From an optimization exercise on the open Yosys and OpenROAD flow, aimed at a short achievable clock period and few clock cycles; shortcuts taken in it are not production practice.
RTL that was checked went through simulation tests only; none was proved equivalent to the original.
For runs 1 and 3, only the layout was checked, not whether the RTL still works.
Power figures rest on the tool's default switching activity, not on a simulated workload.

`flow/design.v`:
```
`default_nettype none
`timescale 1ns/1ps
package mem_bus_pkg;
    localparam int ADDR_W = 12;      
    localparam int DATA_W = 32;      
    typedef logic [ADDR_W-1:0] addr_t;
    typedef logic [DATA_W-1:0] word_t;
endpackage
`default_nettype wire
`default_nettype none
`timescale 1ns/1ps
package cache_geom_pkg;
    localparam int TAG_W      = 5;
    localparam int INDEX_W    = 3;
    localparam int WORD_SEL_W = 2;
    localparam int BYTE_SEL_W = 2;
    localparam int NUM_LINES  = 2 ** INDEX_W;        
    localparam int LINE_WORDS = 2 ** WORD_SEL_W;     
    typedef logic [TAG_W-1:0]      tag_t;
    typedef logic [INDEX_W-1:0]    index_t;
    typedef logic [WORD_SEL_W-1:0] word_sel_t;
    typedef union packed {
        logic [TAG_W+INDEX_W+WORD_SEL_W+BYTE_SEL_W-1:0] raw;   
        struct packed {
            tag_t                  tag;
            index_t                index;
            word_sel_t             word;     
            logic [BYTE_SEL_W-1:0] bsel;     
        } f;
    } cache_addr_t;
endpackage
`default_nettype wire
`default_nettype none
`timescale 1ns/1ps
module cache_arrays
(
    input  wire logic        CLK,
    input  wire logic        RSTn,
    input  cache_geom_pkg::cache_addr_t look_addr,
    output logic             hit,
    input  wire logic        tag_we
);
    logic [cache_geom_pkg::NUM_LINES-1:0] valid;
    cache_geom_pkg::tag_t                 tags  [cache_geom_pkg::NUM_LINES];
    cache_geom_pkg::index_t    idx;
    cache_geom_pkg::tag_t      look_tag;
    assign idx      = look_addr.f.index;
    assign look_tag = look_addr.f.tag;
    logic [cache_geom_pkg::NUM_LINES-1:0] line_match;
    logic [cache_geom_pkg::NUM_LINES-1:0] line_sel;
    always_comb begin
        for (int i = 0; i < cache_geom_pkg::NUM_LINES; i++) begin
            line_match[i] = valid[i] && (tags[i] == look_tag);
            line_sel[i]   = (idx == cache_geom_pkg::index_t'(i));
        end
    end
    assign hit = |(line_match & line_sel);
    always_ff @(posedge CLK) begin
        if (RSTn) begin
            valid <= '0;
        end else if (tag_we) begin
            valid[idx] <= 1'b1;
        end
    end
    always_ff @(posedge CLK) begin
        if (tag_we) begin
            tags[idx] <= look_tag;
        end
    end
endmodule
`default_nettype wire
`default_nettype none
`timescale 1ns/1ps
module cache_ctrl
(
    input  wire logic      CLK,
    input  wire logic      RSTn,
    input  wire logic      req,
    input  wire logic      req_store,
    input  mem_bus_pkg::addr_t     req_addr,
    input  mem_bus_pkg::word_t     req_wdata,
    output logic           resp_valid,
    output mem_bus_pkg::word_t          resp_rdata,
    output logic           resp_hit,
    output cache_geom_pkg::cache_addr_t    look_addr,
    input  wire logic      hit,
    output logic           tag_we,
    output mem_bus_pkg::addr_t          mem_addr,
    output logic           mem_we,
    output mem_bus_pkg::word_t          mem_wdata,
    input  mem_bus_pkg::word_t     mem_rdata
);
    mem_bus_pkg::addr_t cur_addr;       
    mem_bus_pkg::word_t cur_wdata;
    assign look_addr.raw = req_addr;
    assign tag_we        = req;
    always_ff @(posedge CLK) begin
        if (RSTn) begin
            resp_valid <= 1'b0;
            mem_we     <= 1'b0;
        end else begin
            resp_valid <= req;                   
            mem_we     <= req && req_store;      
        end
    end
    always_ff @(posedge CLK) begin
        cur_addr  <= req_addr;
        cur_wdata <= req_wdata;
        resp_hit  <= hit;
    end
    assign mem_addr   = cur_addr;
    assign mem_wdata  = cur_wdata;
    assign resp_rdata = mem_rdata;       
endmodule
`default_nettype wire
`default_nettype none
`timescale 1ns/1ps
module dcache_top
(
    input  wire logic  CLK,
    input  wire logic  RSTn,
    input  wire logic  req,
    input  wire logic  req_store,
    input  mem_bus_pkg::addr_t req_addr,
    input  mem_bus_pkg::word_t req_wdata,
    output logic       resp_valid,
    output logic       resp_hit,
    output mem_bus_pkg::word_t      resp_rdata,
    output mem_bus_pkg::addr_t      mem_addr,
    output logic       mem_we,
    output mem_bus_pkg::word_t      mem_wdata,
    input  mem_bus_pkg::word_t mem_rdata
);
    cache_geom_pkg::cache_addr_t look_addr;
    logic        hit;
    logic        tag_we;
    cache_ctrl u_ctrl (
        .CLK        (CLK),
        .RSTn       (RSTn),
        .req        (req),
        .req_store  (req_store),
        .req_addr   (req_addr),
        .req_wdata  (req_wdata),
        .resp_valid (resp_valid),
        .resp_rdata (resp_rdata),
        .resp_hit   (resp_hit),
        .look_addr  (look_addr),
        .hit        (hit),
        .tag_we     (tag_we),
        .mem_addr   (mem_addr),
        .mem_we     (mem_we),
        .mem_wdata  (mem_wdata),
        .mem_rdata  (mem_rdata)
    );
    cache_arrays u_arrays (
        .CLK        (CLK),
        .RSTn       (RSTn),
        .look_addr  (look_addr),
        .hit        (hit),
        .tag_we     (tag_we)
    );
endmodule
`default_nettype wire
```
`flow/run.sh`:
```
#!/bin/bash
# synth_recipe.tcl (not shown) runs the flow's synth.tcl, then flattens the netlist and writes it again
# the make line also repeats each setting of config.mk as NAME=value (left out here)
make -C /OpenROAD-flow-scripts/flow DESIGN_CONFIG=/design/flow/config.mk WORK_HOME=/design/flow/orfs CLKGATE_MAP_FILE= SYNTH_SCRIPT=/design/flow/synth_recipe.tcl finish
```
`flow/config.mk`:
```
export PLATFORM = sky130hd
export DESIGN_NAME = dcache_top
export DESIGN_NICKNAME = dcache_top
export VERILOG_FILES = /design/flow/design.v
export SDC_FILE = /design/flow/constraint.sdc
export NUM_CORES = 4
export LEC_CHECK = 0
export ABC_CLOCK_PERIOD_IN_PS = 10
export CAP_MARGIN = 20
export CORE_MARGIN = 2
export CORE_UTILIZATION = 45
export CTS_BUF_LIST = sky130_fd_sc_hd__clkbuf_16
export CTS_CLUSTER_DIAMETER = 200
export CTS_CLUSTER_SIZE = 60
export SETUP_SLACK_MARGIN = 2.6
export SLEW_MARGIN = 20
```
`flow/constraint.sdc`:
```
create_clock -name core_clock -period 4.0 [get_ports {CLK}]
set_input_delay 0.8000 -clock core_clock [delete_from_list [all_inputs] [get_ports {CLK}]]
set_output_delay 0.8000 -clock core_clock [all_outputs]
set_load 0.01 [all_outputs]
```
==> out/qor_table.md, run 1 <==
| Result | This run | Unit |
|:---|:---|:---|
| Net load switching power | 454 | uW |
| Most numerous cell types in the synthesized netlist | 55 x sky130_fd_sc_hd__dfxtp_1, 40 x sky130_fd_sc_hd__edfxtp_1, 32 x sky130_fd_sc_hd__buf_4 | - |
| Number of H-tree levels | 3 | - |
| Via count of the first global-routing pass | 2112 | - |
| Max-cap check violation count | 0 | - |
| Power Dens Cells | 441 | mW/mm^2 |
| Fraction of registers with async set/reset | 0 | % |
| Maximum number of pins on one net before global-route repair | 18 | - |
| Final TNS setup | 0 | ns |
| Core footprint | 0.00721 | sq mm |
| Register area share after synthesis | 68.7 | % |
| Top-area cell type share of the netlist area | 35.8 | % |
| Number of hold-slack violations in the final timing report | 0 | - |
| Largest cells by area after synthesis | sky130_fd_sc_hd__edfxtp_1 36%, sky130_fd_sc_hd__dfxtp_1 33%, sky130_fd_sc_hd__xnor2_1 7.3%, sky130_fd_sc_hd__buf_4 7.2%, sky130_fd_sc_hd__xor2_1 3.1% | - |
| Arrival time worst endpoint | 1.87 | ns |
| Cell area after synthesis | 0.00335 | sq mm |
| Clock slew at reported path FFs | 0.07 | ns |
| Clock Skew | 0.00613 | ns |
| Worst IR drop on VDD | 0.250 | mV |
| Clk Latency, worst-skew pair | 0.33 | ns |
| Post-synthesis cell type count | 26 | - |
| Core Rows | 31 | - |
| Area growth from synthesis to final layout | 38.6 | % |
| Status | no timing/DRC/antenna violations | - |
| Avg Cell Area, Syn | 14.0 | sq um |
| Synth warn | 2 | - |
| Number of antenna violations at the first check in global routing | 0 | - |
| Worst path setup slack after routing | 2.34 | ns |
| Wirelength per Cell | 15.3 | um |
| WP buf/inv | 1 | - |
| Leakage | 0.00177 | uW |
| Clock net sink count | 95 | - |
| Endpoint kind of the worst setup timing path | flip-flop | - |
| Die area | 0.00815 | sq mm |
| Class of the tightest hold or removal check | flip-flop to flip-flop | - |
| Library cell used as clock root buffer | sky130_fd_sc_hd__clkbuf_16 | - |
| Overall die width | 90.3 | um |
| Combinational group share of total power | 10.2 | % |
| Final Net Count | 404 | - |
| Final clock period utilization by the worst path | 41.6 | % |
| Sequential Power Share | 52.1 | % |
| Number of remaining DRC errors | 0 | - |
| Synthesized netlist net count | 325 | - |
| Number of nets with antenna violations after routing | 0 | - |
| Number of detailed-routing iterations run before antenna repair | 6 | - |
| Switch share | 22.2 | % |
| Max Transition Viols Final | 0 | - |
| Final worst path period need | 1.66 | ns |
| Port-buffer cells | 94 | - |
| Crit-path slowest cell | sky130_fd_sc_hd__or4_1 | - |
| Avg Vias per Cell | 4.71 | - |
| Cell internal power dissipation | 1590 | uW |
| Die extent in y | 90.3 | um |
| Highest clock rate | 601 | MHz |
| Sum of overflow across all layers after global routing | 0 | - |
| Count of endpoints failing setup in the final report | 0 | - |
| Headroom to the max-slew limit | 77.5 | % |
| Global-route wire length before repair | 10500 | um |
| Number of synthesized flops with an enable pin | 40 | - |
| Crit path kind | input pin to flip-flop | - |
| Global router's overall resource usage | 16.7 | % |
| Clock network fraction of total power | 37.6 | % |
| Total number of vias | 1987 | - |
| Non-filler cells, final | 422 | - |
| Category of the worst setup path launch point | input pin | - |
| Number of buffers inserted during clock tree synthesis | 9 | - |
| Maximum buffer depth of the clock tree | 2 | - |
| Cells traversed along the worst timing path | buf_12 > ha_1 > nand4_1 > o21ai_1 > or4_1 | - |
| Most used flip-flop cell after synthesis | sky130_fd_sc_hd__dfxtp_1 | - |
| Unrepaired setup endpoints after global routing | true | - |
| GP Congestion | 0.777 | - |
| Number of placed instances, taps included | 393 | - |
| Synthesized flop and latch total | 95 | - |
| Clock tree from TritonCTS | done | - |
| Crit-path max FO | 5 | - |
| Most common cell in the netlist | sky130_fd_sc_hd__dfxtp_1 | - |
| Yosys top cell by area | sky130_fd_sc_hd__edfxtp_1 | - |
| Cell type group with the largest total delay on the critical path | simple AND/OR/NAND/NOR gates | - |
| Share of post-route cells with drive strength above 1 | 39.9 | % |
| Number of filler instances in the final layout | 559 | - |
| Synthesized instance count | 239 | - |
| Final HPWL from detailed placement | 4450 | um |
| Initial detailed-routing violation count | 41 | - |
| Worst slack, placed | 1.08 | ns |
| Worst Tran Pin Value | 0.334 | ns |
| Antenna diode instance count | 0 | - |
| Starting density of the core | 46.4 | % |
| I/O pin count | 159 | - |
| CP peak stage delay | 0.50 | ns |
| Total length of routed wires | 6460 | um |
| Required arrival time at the worst endpoint | 4.20 | ns |
[registers in the layout (all words and copies together), names as in the netlist]
signal / count
u_ctrl.resp_valid: 1
u_ctrl.mem_we: 1
u_ctrl.cur_wdata: 32
u_ctrl.resp_hit: 1
u_ctrl.cur_addr: 12
u_arrays.valid: 8
u_arrays.tags: 40
[layout make-up]
class | instances | area (sq um) | area share, %
inverter | 3 | 26.3 | 0.566
timing repair buffer | 108 | 1010 | 21.8
multi-input combinational | 101 | 883 | 19.0
clock buffer | 9 | 225 | 4.85
clock inverter | 7 | 43.8 | 0.943
tap | 99 | 124 | 2.67
sequential | 95 | 2330 | 50.1
[metal layers]
layer  part of all wire (%)  GRT usage (%)  vias to the layer above
met5                      0              0                        -
met4                    2.0           8.59                        0
met3                     12           9.10                       14
met2                     45           25.1                       94
met1                     41           19.2                      925
li1                       -              -                      954
[stage by stage]
step	hold slack, ns	area [sq um]	total power [uW]	utilization, %
after floorplan	0.436	3560	1210	-
after global placement	0.458	4190	1280	58.0
after detailed placement	0.466	4190	1280	58.0
after CTS	0.483	4430	2040	61.4
after global routing	0.517	4640	2140	64.4
final	0.483	4640	2050	64.4
[logic make-up after synthesis]
kind of cell	share of synthesized area [%]
compound gates	2.02
xor+xnor	10.5
fa+ha+maj	2.24
buf+inv	9.52
flops	68.7
simple gates	7.06
[layout by cell type (no fill, tap or decap), drive strengths merged, types with 5 or more instances in the layout]
cell           count
buf               70
dfxtp             55
edfxtp            40
clkdlybuf4s50     37
xnor2             28
nand4             12
xor2              12
nor2              11
clkbuf             9
inv                7
ha                 6
a31oi              5
[power groups by stage]
stage / combinational [uW] / clock [uW] / sequential (uW)
2_1_floorplan: 113 / 0 / 1100
3_3_place_gp: 194 / 0 / 1080
3_5_place_dp: 194 / 0 / 1090
4_1_cts: 192 / 789 / 1060
5_1_grt: 228 / 837 / 1070
6_report: 210 / 770 / 1070
[worst reg2reg max path, stage by stage, from the launching register on]
cell	delay, ns
sky130_fd_sc_hd__edfxtp_1	0.38
sky130_fd_sc_hd__xnor2_1	0.13
sky130_fd_sc_hd__and3_1	0.17
sky130_fd_sc_hd__nand3_1	0.07
sky130_fd_sc_hd__o21ai_1	0.06
sky130_fd_sc_hd__or4_1	0.50
[repair_timing]
| item | CTS | global route |
|---|---|---|
| gates resized for setup | 285 | 50 |
| endpoints found under the setup margin | 176 | 106 |
| pin swaps | 8 | 11 |
| hold buffers | 0 | 0 |
| setup buffers | 9 | 4 |
| cloned | 0 | 0 |
[path summary, 6_finish.rpt]
path / start / depth (start not counted) / slack (ns) / endpoint
setup / recovery: req_addr[4] / 5 / 2.34 / u_ctrl.resp_hit$_DFF_P_
hold / removal: u_arrays.valid[2]$_SDFFE_PP0P_ / 2 / 0.48 / u_arrays.valid[2]$_SDFFE_PP0P_
setup reg to reg: u_arrays.tags[1][0]$_DFFE_PP_ / 5 / 2.57 / u_ctrl.resp_hit$_DFF_P_
hold reg to reg: u_arrays.valid[2]$_SDFFE_PP0P_ / 2 / 0.48 / u_arrays.valid[2]$_SDFFE_PP0P_
==> inputs of run 2 (changes only) <==
--- a/flow/design.v
+++ b/flow/design.v
@@ -48,12 +48,10 @@
     assign look_tag = look_addr.f.tag;
     logic [cache_geom_pkg::NUM_LINES-1:0] line_match;
-    logic [cache_geom_pkg::NUM_LINES-1:0] line_sel;
     always_comb begin
         for (int i = 0; i < cache_geom_pkg::NUM_LINES; i++) begin
             line_match[i] = valid[i] && (tags[i] == look_tag);
-            line_sel[i]   = (idx == cache_geom_pkg::index_t'(i));
         end
     end
-    assign hit = |(line_match & line_sel);
+    assign hit = line_match[idx];
     always_ff @(posedge CLK) begin
         if (RSTn) begin
--- a/flow/config.mk
+++ b/flow/config.mk
@@ -6,5 +6,5 @@
 export NUM_CORES = 4
 export LEC_CHECK = 0
-export ABC_CLOCK_PERIOD_IN_PS = 10
+export ABC_CLOCK_PERIOD_IN_PS = 1000
 export CAP_MARGIN = 20
 export CORE_MARGIN = 2
==> out/qor_table.md, run 2 <==
| Result | This run | Unit | Change |
|:---|:---|:---|:---|
| Most numerous cell types in the synthesized netlist | 55 x sky130_fd_sc_hd__dfxtp_1, 40 x sky130_fd_sc_hd__edfxtp_1, 32 x sky130_fd_sc_hd__buf_4 | - | unchanged |
| Avg Vias per Cell | 4.78 | - | was 4.71 |
| Global-route wire length before repair | 10300 | um | was 10500 um |
| Class of the tightest hold or removal check | flip-flop to flip-flop | - | unchanged |
| Post-synthesis cell type count | 24 | - | was 26 |
| Synthesized instance count | 244 | - | was 239 |
| Fraction of registers with async set/reset | 0 | % | unchanged |
| Initial detailed-routing violation count | 42 | - | was 41 |
| Unrepaired setup endpoints after global routing | true | - | unchanged |
| Number of remaining DRC errors | 0 | - | unchanged |
| Worst IR drop on VDD | 0.266 | mV | was 0.250 mV |
| Final clock period utilization by the worst path | 40.0 | % | was 41.6% |
| Hold Crit Endpoint | u_arrays.valid[4]$_SDFFE_PP0P_ | - | was u_arrays.valid[2]$_SDFFE_PP0P_ |
| Arrival time worst endpoint | 0.80 | ns | was 1.87 ns |
| Worst hold path depth | 2 | - | unchanged |
| Utilization of the core after routing | 65.0 | % | was 64.4% |
| Number of synthesized flops with an enable pin | 40 | - | unchanged |
| Max-cap check violation count | 0 | - | unchanged |
| Number of H-tree levels | 3 | - | unchanged |
| I/O pin count | 159 | - | unchanged |
| Leakage | 0.00177 | uW | about the same |
| Area of the multi-input gates | 933 | sq um | was 883 sq um |
| Total length of routed wires | 6680 | um | was 6460 um |
| Top-area cell type share of the netlist area | 35.7 | % | was 35.8% |
| Final worst hold slack | 0.478 | ns | was 0.483 ns |
| Post-CTS Hold Buffers | 0 | - | unchanged |
| Most used flip-flop cell after synthesis | sky130_fd_sc_hd__dfxtp_1 | - | unchanged |
| Maximum number of pins on one net before global-route repair | 18 | - | unchanged |
| Worst flop-to-flop path endpoint | u_ctrl.resp_hit$_DFF_P_ | - | unchanged |
| Number of antenna violations at the first check in global routing | 0 | - | unchanged |
| Yosys top cell by area | sky130_fd_sc_hd__edfxtp_1 | - | unchanged |
| Crit path kind | input pin to primary output | - | was input pin to flip-flop |
| Max Transition Viols Final | 0 | - | unchanged |
| Largest register by flop count | u_arrays.tags | - | unchanged |
| Number of detailed-routing iterations run before antenna repair | 5 | - | was 6 |
| Via count of the first global-routing pass | 2028 | - | was 2112 |
| Worst Min Path Start | u_arrays.valid[4]$_SDFFE_PP0P_ | - | was u_arrays.valid[2]$_SDFFE_PP0P_ |
| Core Rows | 31 | - | unchanged |
| Clock Skew | 0.00365 | ns | was 0.00613 ns |
| Clock slew at reported path FFs | 0.06 | ns | was 0.07 ns |
| Port-buffer cells | 94 | - | unchanged |
| Endpoint kind of the worst setup timing path | primary output | - | was flip-flop |
| Synth warn | 2 | - | unchanged |
| Share of post-route cells with drive strength above 1 | 40.9 | % | was 39.9% |
| Worst Tran Pin Value | 0.291 | ns | was 0.334 ns |
| Status | no timing/DRC/antenna violations | - | unchanged |
| Final Net Count | 404 | - | unchanged |
| GP Congestion | 0.759 | - | was 0.777 |
| Required arrival time at the worst endpoint | 3.20 | ns | was 4.20 ns |
| Synthesized netlist net count | 328 | - | was 325 |
| Clock net sink count | 95 | - | unchanged |
| Clk Latency, worst-skew pair | 0.33 | ns | about the same |
| Most frequent cells in the layout | 40 x sky130_fd_sc_hd__edfxtp_1, 37 x sky130_fd_sc_hd__clkdlybuf4s50_1, 31 x sky130_fd_sc_hd__dfxtp_1 | - | was 40 x sky130_fd_sc_hd__edfxtp_1, 37 x sky130_fd_sc_hd__clkdlybuf4s50_1, 34 x sky130_fd_sc_hd__dfxtp_1 |
| Largest registers | u_arrays.tags x40, u_ctrl.cur_wdata x32, u_ctrl.cur_addr x12 | - | unchanged |
| Largest cells by area after synthesis | sky130_fd_sc_hd__edfxtp_1 36%, sky130_fd_sc_hd__dfxtp_1 33%, sky130_fd_sc_hd__xnor2_1 7.3%, sky130_fd_sc_hd__buf_4 7.1%, sky130_fd_sc_hd__xor2_1 3.6% | - | was sky130_fd_sc_hd__edfxtp_1 36%, sky130_fd_sc_hd__dfxtp_1 33%, sky130_fd_sc_hd__xnor2_1 7.3%, sky130_fd_sc_hd__buf_4 7.2%, sky130_fd_sc_hd__xor2_1 3.1% |
| Register area share after synthesis | 68.5 | % | was 68.7% |
| Final worst path period need | 1.60 | ns | was 1.66 ns |
| Synthesized flop and latch total | 95 | - | unchanged |
| Power Dens Cells | 448 | mW/mm^2 | was 441 mW/mm^2 |
| Count of endpoints failing setup in the final report | 0 | - | unchanged |
| Category of the worst setup path launch point | input pin | - | unchanged |
| Area of all placed cells without fillers | 0.00472 | sq mm | was 0.00464 sq mm |
| Area growth from synthesis to final layout | 40.3 | % | was 38.6% |
| Number of filler instances in the final layout | 564 | - | was 559 |
| Cell area after synthesis | 0.00336 | sq mm | was 0.00335 sq mm |
| Worst R2R Setup Slack | 2.86 | ns | was 2.57 ns |
| Total number of vias | 2025 | - | was 1987 |
| Antenna diode instance count | 0 | - | unchanged |
| Final HPWL from detailed placement | 4570 | um | was 4450 um |
| Number of cells on the worst reg-to-reg path | 5 | - | unchanged |
| Area taken by flip-flops and latches | 0.00233 | sq mm | about the same |
| Global router's overall resource usage | 16.6 | % | was 16.7% |
| Wirelength per Cell | 15.8 | um | was 15.3 um |
| Library cell used as clock root buffer | sky130_fd_sc_hd__clkbuf_16 | - | unchanged |
| Sum of overflow across all layers after global routing | 0 | - | unchanged |
| Crit-path max FO | 1 | - | was 5 |
| Number of hold-slack violations in the final timing report | 0 | - | unchanged |
| Starting density of the core | 46.4 | % | about the same |
| Overall die width | 90.4 | um | was 90.3 um |
| Number of buffers inserted during clock tree synthesis | 9 | - | unchanged |
| Core footprint | 0.00725 | sq mm | was 0.00721 sq mm |
| Number of nets with antenna violations after routing | 0 | - | unchanged |
| Die area | 0.00818 | sq mm | was 0.00815 sq mm |
| Most common cell in the netlist | sky130_fd_sc_hd__dfxtp_1 | - | unchanged |
| Highest clock rate | 625 | MHz | was 601 MHz |
| Die extent in y | 90.4 | um | was 90.3 um |
| Origin of the critical flop-to-flop path | u_arrays.tags[1][4]$_DFFE_PP_ | - | was u_arrays.tags[1][0]$_DFFE_PP_ |
| Placed Instance Area | 0.00428 | sq mm | was 0.00419 sq mm |
| Most common cell after layout, fill and taps aside | sky130_fd_sc_hd__edfxtp_1 | - | unchanged |
| Largest register FFs | 40 | - | unchanged |
| Maximum buffer depth of the clock tree | 2 | - | unchanged |
| Avg Cell Area, Syn | 13.8 | sq um | was 14.0 sq um |
| Headroom to the max-slew limit | 80.4 | % | was 77.5% |
| Final TNS setup | 0 | ns | unchanged |
| Clock tree from TritonCTS | done | - | unchanged |
run 2: cell families (layout without fill, tap and decap cells):
kind of cell,count (synthesis),after routing,synth area share (%)
AOI/OAI and AO/OA,11,11,1.94
xor gates and xnor gates,42,42,10.9
adders and majority gates,4,4,1.49
buffers and inverters,43,124,9.79
DFF,95,95,68.5
and+or+nand+nor,49,49,7.37
run 2: through the flow:
stage               worst slack (ns)  cells  total power, uW
floorplan                       2.30    244             1220
global placement                1.22    396             1290
detailed placement              1.15    396             1290
CTS                             2.40    418             2110
global route                    2.40    424             2190
finish                          2.40    424             2110
run 2: report_power, final:
| part | internal [uW] | switching [uW] | total, uW |
|---|---|---|---|
| Clock | 485 | 346 | 832 |
| Combinational | 118 | 93.6 | 212 |
| Sequential | 1050 | 14.8 | 1070 |
run 2: timing repair:
| action | CTS | global route |
|---|---|---|
| cloned | 0 | 1 |
| setup buffers | 6 | 5 |
| pin swaps | 9 | 6 |
| gates resized for setup | 272 | 44 |
| setup endpoints to repair | 178 | 90 |
run 2: metal layers:
metal / global-route usage, % / wire [um] / vias up
met5: 0 / 0 / -
met2: 25.7 / 3150 / 105
met1: 18.3 / 2550 / 941
li1: - / - / 956
met3: 9.18 / 836 / 23
met4: 8.85 / 152 / 0
run 2: cell type report:
class | count | share of cell area (%)
well taps | 99 | 2.63
clock inverters | 7 | 1.54
clock buffers | 9 | 4.78
multi-input cells | 106 | 19.8
inverters | 2 | 0.504
repair buffers | 106 | 21.3
flip-flops and latches | 95 | 49.5
run 2: worst max-delay path by stage:
| stage | start | to | slack [ns] | cells past startpoint |
|---|---|---|---|---|
| after global routing | u_ctrl.cur_wdata[29]$_DFF_P_ | mem_wdata[29] | 2.40 | 1 |
| after detailed placement | req_addr[5] | u_arrays.valid[0]$_SDFFE_PP0P_ | 1.15 | 6 |
| after global placement | req_addr[5] | u_arrays.valid[4]$_SDFFE_PP0P_ | 1.22 | 7 |
| after floorplan | mem_rdata[0] | resp_rdata[0] | 2.30 | 1 |
| after CTS | mem_rdata[27] | resp_rdata[27] | 2.40 | 0 |
| final | mem_rdata[18] | resp_rdata[18] | 2.40 | 0 |
Testbench counts of run 2, summed over its fixed seeds: cycles 4,800.
==> inputs of run 3 (changes only) <==
--- a/flow/design.v
+++ b/flow/design.v
@@ -39,4 +39,5 @@
     input  cache_geom_pkg::cache_addr_t look_addr,
     output logic             hit,
+    input  cache_geom_pkg::cache_addr_t fill_addr,
     input  wire logic        tag_we
 );
@@ -45,6 +46,8 @@
     cache_geom_pkg::index_t    idx;
     cache_geom_pkg::tag_t      look_tag;
+    cache_geom_pkg::index_t    fill_idx;
     assign idx      = look_addr.f.index;
     assign look_tag = look_addr.f.tag;
+    assign fill_idx = fill_addr.f.index;
     logic [cache_geom_pkg::NUM_LINES-1:0] line_match;
     always_comb begin
@@ -58,10 +61,10 @@
             valid <= '0;
         end else if (tag_we) begin
-            valid[idx] <= 1'b1;
+            valid[fill_idx] <= 1'b1;
         end
     end
     always_ff @(posedge CLK) begin
         if (tag_we) begin
-            tags[idx] <= look_tag;
+            tags[fill_idx] <= fill_addr.f.tag;
         end
     end
@@ -83,4 +86,5 @@
     output cache_geom_pkg::cache_addr_t    look_addr,
     input  wire logic      hit,
+    output cache_geom_pkg::cache_addr_t    fill_addr,
     output logic           tag_we,
     output mem_bus_pkg::addr_t          mem_addr,
@@ -92,5 +96,6 @@
     mem_bus_pkg::word_t cur_wdata;
     assign look_addr.raw = req_addr;
-    assign tag_we        = req;
+    assign fill_addr.raw = cur_addr;
+    assign tag_we        = resp_valid;
     always_ff @(posedge CLK) begin
         if (RSTn) begin
@@ -132,4 +137,5 @@
     cache_geom_pkg::cache_addr_t look_addr;
     logic        hit;
+    cache_geom_pkg::cache_addr_t fill_addr;
     logic        tag_we;
     cache_ctrl u_ctrl (
@@ -145,4 +151,5 @@
         .look_addr  (look_addr),
         .hit        (hit),
+        .fill_addr  (fill_addr),
         .tag_we     (tag_we),
         .mem_addr   (mem_addr),
@@ -156,4 +163,5 @@
         .look_addr  (look_addr),
         .hit        (hit),
+        .fill_addr  (fill_addr),
         .tag_we     (tag_we)
     );
==> out/qor_table.md, run 3 <==
| Result | This run | Unit | Change |
|:---|:---|:---|:---|
| I/O pin count | 159 | - | unchanged |
| Clock slew at reported path FFs | 0.07 | ns | was 0.06 ns |
| Area taken by flip-flops and latches | 0.00235 | sq mm | was 0.00233 sq mm |
| Endpoint kind of the worst setup timing path | primary output | - | unchanged |
| Port-buffer cells | 94 | - | unchanged |
| Category of the worst setup path launch point | flip-flop | - | was input pin |
| Share of post-route cells with drive strength above 1 | 42.3 | % | was 40.9% |
| Placed Instance Area | 0.00413 | sq mm | was 0.00428 sq mm |
| Most used flip-flop cell after synthesis | sky130_fd_sc_hd__dfxtp_1 | - | unchanged |
| Area of the multi-input gates | 921 | sq um | was 933 sq um |
| Worst Tran Pin Value | 0.354 | ns | was 0.291 ns |
| Clock net sink count | 95 | - | unchanged |
| Worst IR drop on VDD | 0.263 | mV | was 0.266 mV |
| Die extent in y | 90.4 | um | about the same |
| Die area | 0.00818 | sq mm | about the same |
| Starting density of the core | 46.3 | % | was 46.4% |
| Clock tree from TritonCTS | done | - | unchanged |
| Max-cap check violation count | 0 | - | unchanged |
| Sequential Power Share | 51.5 | % | was 50.6% |
| Cell type group with the largest total delay on the critical path | flip-flops | - |  |
| Top-area cell type share of the netlist area | 35.7 | % | about the same |
| Most common cell in the netlist | sky130_fd_sc_hd__dfxtp_1 | - | unchanged |
| Most frequent cells in the layout | 40 x sky130_fd_sc_hd__edfxtp_1, 38 x sky130_fd_sc_hd__clkdlybuf4s50_1, 32 x sky130_fd_sc_hd__dfxtp_1 | - | was 40 x sky130_fd_sc_hd__edfxtp_1, 37 x sky130_fd_sc_hd__clkdlybuf4s50_1, 31 x sky130_fd_sc_hd__dfxtp_1 |
| Fraction of registers with async set/reset | 0 | % | unchanged |
| Number of antenna violations at the first check in global routing | 0 | - | unchanged |
| Library cell used as clock root buffer | sky130_fd_sc_hd__clkbuf_16 | - | unchanged |
| Synthesized netlist net count | 325 | - | was 328 |
| Crit-path slowest cell | sky130_fd_sc_hd__dfxtp_4 | - |  |
| Final Net Count | 409 | - | was 404 |
| Switch share | 22.8 | % | was 21.5% |
| Final worst path period need | 1.61 | ns | was 1.60 ns |
| Clock network fraction of total power | 38.1 | % | was 39.4% |
| Yosys top cell by area | sky130_fd_sc_hd__edfxtp_1 | - | unchanged |
| Sum of overflow across all layers after global routing | 0 | - | unchanged |
| Leakage | 0.00179 | uW | was 0.00177 uW |
| Clk Latency, worst-skew pair | 0.33 | ns | about the same |
| Register area share after synthesis | 68.5 | % | about the same |
| Net load switching power | 470 | uW | was 455 uW |
| Unrepaired setup endpoints after global routing | true | - | unchanged |
| Final TNS setup | 0 | ns | unchanged |
| Largest register FFs | 40 | - | unchanged |
| Via count of the first global-routing pass | 2204 | - | was 2028 |
| Synthesized instance count | 242 | - | was 244 |
| Core footprint | 0.00725 | sq mm | unchanged |
| Total length of routed wires | 7400 | um | was 6680 um |
| Avg Cell Area, Syn | 13.9 | sq um | was 13.8 sq um |
| Final clock period utilization by the worst path | 40.4 | % | was 40.0% |
| Synth warn | 2 | - | unchanged |
| Post-synthesis cell type count | 30 | - | was 24 |
| Headroom to the max-slew limit | 76.4 | % | was 80.4% |
| WP buf/inv | 1 | - |  |
| Most numerous cell types in the synthesized netlist | 55 x sky130_fd_sc_hd__dfxtp_1, 40 x sky130_fd_sc_hd__edfxtp_1, 32 x sky130_fd_sc_hd__buf_4 | - | unchanged |
| Number of synthesized flops with an enable pin | 40 | - | unchanged |
| Largest register by flop count | u_arrays.tags | - | unchanged |
| Max Transition Viols Final | 0 | - | unchanged |
| Number of detailed-routing iterations run before antenna repair | 4 | - | was 5 |
| Combinational group share of total power | 10.4 | % | was 10.0% |
| Total number of vias | 2076 | - | was 2025 |
| Cell area after synthesis | 0.00336 | sq mm | about the same |
| Avg Vias per Cell | 4.83 | - | was 4.78 |
| Status | no timing/DRC/antenna violations | - | unchanged |
| Global router's overall resource usage | 18.2 | % | was 16.6% |
| Arrival time worst endpoint | 0.81 | ns | was 0.80 ns |
| CP peak stage delay | 0.36 | ns |  |
| Number of remaining DRC errors | 0 | - | unchanged |
| Global-route wire length before repair | 11400 | um | was 10300 um |
| Worst path setup slack after routing | 2.39 | ns | was 2.40 ns |
| Number of buffers inserted during clock tree synthesis | 9 | - | unchanged |
| Cell internal power dissipation | 1590 | uW | was 1660 uW |
| Worst slack, placed | 1.43 | ns | was 1.15 ns |
| Wirelength per Cell | 17.2 | um | was 15.8 um |
| Initial detailed-routing violation count | 84 | - | was 42 |
| Class of the tightest hold or removal check | flip-flop to flip-flop | - | unchanged |
| Antenna diode instance count | 0 | - | unchanged |
| Number of filler instances in the final layout | 560 | - | was 564 |
| Area growth from synthesis to final layout | 40.8 | % | was 40.3% |
| Cells traversed along the worst timing path | buf_6 | - |  |
| Crit path kind | flip-flop to primary output | - | was input pin to primary output |
| Crit-path max FO | 2 | - | was 1 |
| Area of all placed cells without fillers | 0.00473 | sq mm | was 0.00472 sq mm |
| Number of hold-slack violations in the final timing report | 0 | - | unchanged |
| Overall die width | 90.4 | um | about the same |
| Most common cell after layout, fill and taps aside | sky130_fd_sc_hd__edfxtp_1 | - | unchanged |
| Final HPWL from detailed placement | 4840 | um | was 4570 um |
| Power Dens Cells | 435 | mW/mm^2 | was 448 mW/mm^2 |
| Clock Skew | 0.00789 | ns | was 0.00365 ns |
| Number of nets with antenna violations after routing | 0 | - | unchanged |
| Core Rows | 31 | - | unchanged |
| Highest clock rate | 619 | MHz | was 625 MHz |
| Count of endpoints failing setup in the final report | 0 | - | unchanged |
| GP Congestion | 0.839 | - | was 0.759 |
| Largest registers | u_arrays.tags x40, u_ctrl.cur_wdata x32, u_ctrl.cur_addr x12 | - | unchanged |
| Required arrival time at the worst endpoint | 3.20 | ns | about the same |
| Maximum buffer depth of the clock tree | 2 | - | unchanged |
| Maximum number of pins on one net before global-route repair | 17 | - | was 18 |
| Number of H-tree levels | 3 | - | unchanged |
| Synthesized flop and latch total | 95 | - | unchanged |
| Largest cells by area after synthesis | sky130_fd_sc_hd__edfxtp_1 36%, sky130_fd_sc_hd__dfxtp_1 33%, sky130_fd_sc_hd__buf_4 7.1%, sky130_fd_sc_hd__xnor2_1 7.0%, sky130_fd_sc_hd__xor2_1 3.6% | - | was sky130_fd_sc_hd__edfxtp_1 36%, sky130_fd_sc_hd__dfxtp_1 33%, sky130_fd_sc_hd__xnor2_1 7.3%, sky130_fd_sc_hd__buf_4 7.1%, sky130_fd_sc_hd__xor2_1 3.6% |
run 3: cell count changes after synthesis, moves of 2 or more:
cell / previous run / this run
sky130_fd_sc_hd__nor4_1: 5 / 3
sky130_fd_sc_hd__a31oi_1: 7 / 4
sky130_fd_sc_hd__a21oi_1: 3 / 5
sky130_fd_sc_hd__and2_1: 1 / 3
sky130_fd_sc_hd__nor2_1: 18 / 15
sky130_fd_sc_hd__nand4b_1: 0 / 3
sky130_fd_sc_hd__nand2_1: 8 / 4
sky130_fd_sc_hd__buf_6: 6 / 4
sky130_fd_sc_hd__and3_1: 0 / 2
run 3: what timing repair did:
action | in CTS | in global routing
endpoints found under the setup margin | 121 | 120
pin swaps | 9 | 13
setup buffers | 13 | 4
cloned | 0 | 1
resized for setup | 273 | 62
hold buffers | 0 | 0
run 3: worst paths after layout:
| check | start | endpoint | slack (ns) | depth (start not counted) |
|---|---|---|---|---|
| setup / recovery | u_ctrl.cur_addr[9]$_DFF_P_ | mem_addr[9] | 2.39 | 1 |
| setup reg to reg | u_ctrl.cur_addr[4]$_DFF_P_ | u_arrays.valid[0]$_SDFFE_PP0P_ | 2.53 | 8 |
| hold / removal | u_arrays.valid[6]$_SDFFE_PP0P_ | u_arrays.valid[6]$_SDFFE_PP0P_ | 0.49 | 2 |
| hold reg to reg | u_arrays.valid[6]$_SDFFE_PP0P_ | u_arrays.valid[6]$_SDFFE_PP0P_ | 0.49 | 2 |
run 3: final cells by class:
cell class | count | share of cell area (%)
Sequential cell | 95 | 49.7
Timing Repair Buffer | 112 | 22.1
Multi-Input combinational cell | 105 | 19.5
Clock buffer | 9 | 4.76
Tap cell | 99 | 2.62
Clock inverter | 7 | 0.952
Inverter | 3 | 0.397
run 3: layer usage:
layer / global-route usage (%) / share of wire (%)
met1: 22.6 / 42
met2: 28.2 / 45
met3: 6.34 / 9.7
met4: 9.23 / 2.9
met5: 0 / 0
run 3: power groups by stage:
stage / Combinational [uW] / Clock [uW] / Sequential (uW)
floorplan: 101 / 0 / 1090
finish: 213 / 784 / 1060
CTS: 183 / 799 / 1060
global placement: 173 / 0 / 1090
detailed placement: 172 / 0 / 1090
global route: 228 / 840 / 1060
run 3: kinds of logic after synthesis:
group                    Yosys count  synth area share, %
XOR/XNOR                          42                 11.2
AO/OA/AOI/OAI                     14                 2.53
AND/OR/NAND/NOR                   46                 7.45
flip-flops                        95                 68.5
adder cells (fa/ha/maj)            3                 1.12
buffers and inverters             42                 9.23
run 3: stage by stage:
step | power [uW] | util [%] | hold WS, ns | instances
2_1_floorplan | 1200 | - | 0.429 | 242
3_3_place_gp | 1260 | 56.9 | 0.463 | 396
3_5_place_dp | 1260 | 56.9 | 0.462 | 396
4_1_cts | 2040 | 61.1 | 0.477 | 425
5_1_grt | 2130 | 65.2 | 0.514 | 430
6_report | 2060 | 65.2 | 0.490 | 430

[separate check: timing with driven ports]
The flow's constraints put no driver on any port. The routed layouts listed below were extracted and timed again, unchanged, in two steps.
Step 1, drivers: a clkbuf_16 drives CLK and a buf_2 each remaining input, both assumed.
Step 2, shift: input delay + t, output delay - t, t = (earliest + latest rising clock arrival at the registers) / 2. This alone moves slack from input paths to output paths.
Three values: no drivers, after step 1, after step 2; two values: the first two.
| run | shift t [ns] | slack for setup (ns) | worst setup path at the end | clock arrival spread, ns | worst register clock-pin slew, ns |
|---|---|---|---|---|---|
| run 1 | 0.361 | 2.337 / 2.313 / 1.952 | input to register | 0.007 / 0.006 | 0.07 / 0.07 |
| run 2 | 0.366 | 2.400 / 2.353 / 2.193 | input to register | 0.007 / 0.007 | 0.07 / 0.07 |
| run 3 | 0.363 | 2.386 / 2.351 / 2.097 | input to register | 0.008 / 0.008 | 0.07 / 0.07 |
After both steps setup and hold are still met in every run listed. The setup slack of run 1, which loses most, moves by -0.024 ns with the drivers and by -0.385 ns with both steps.
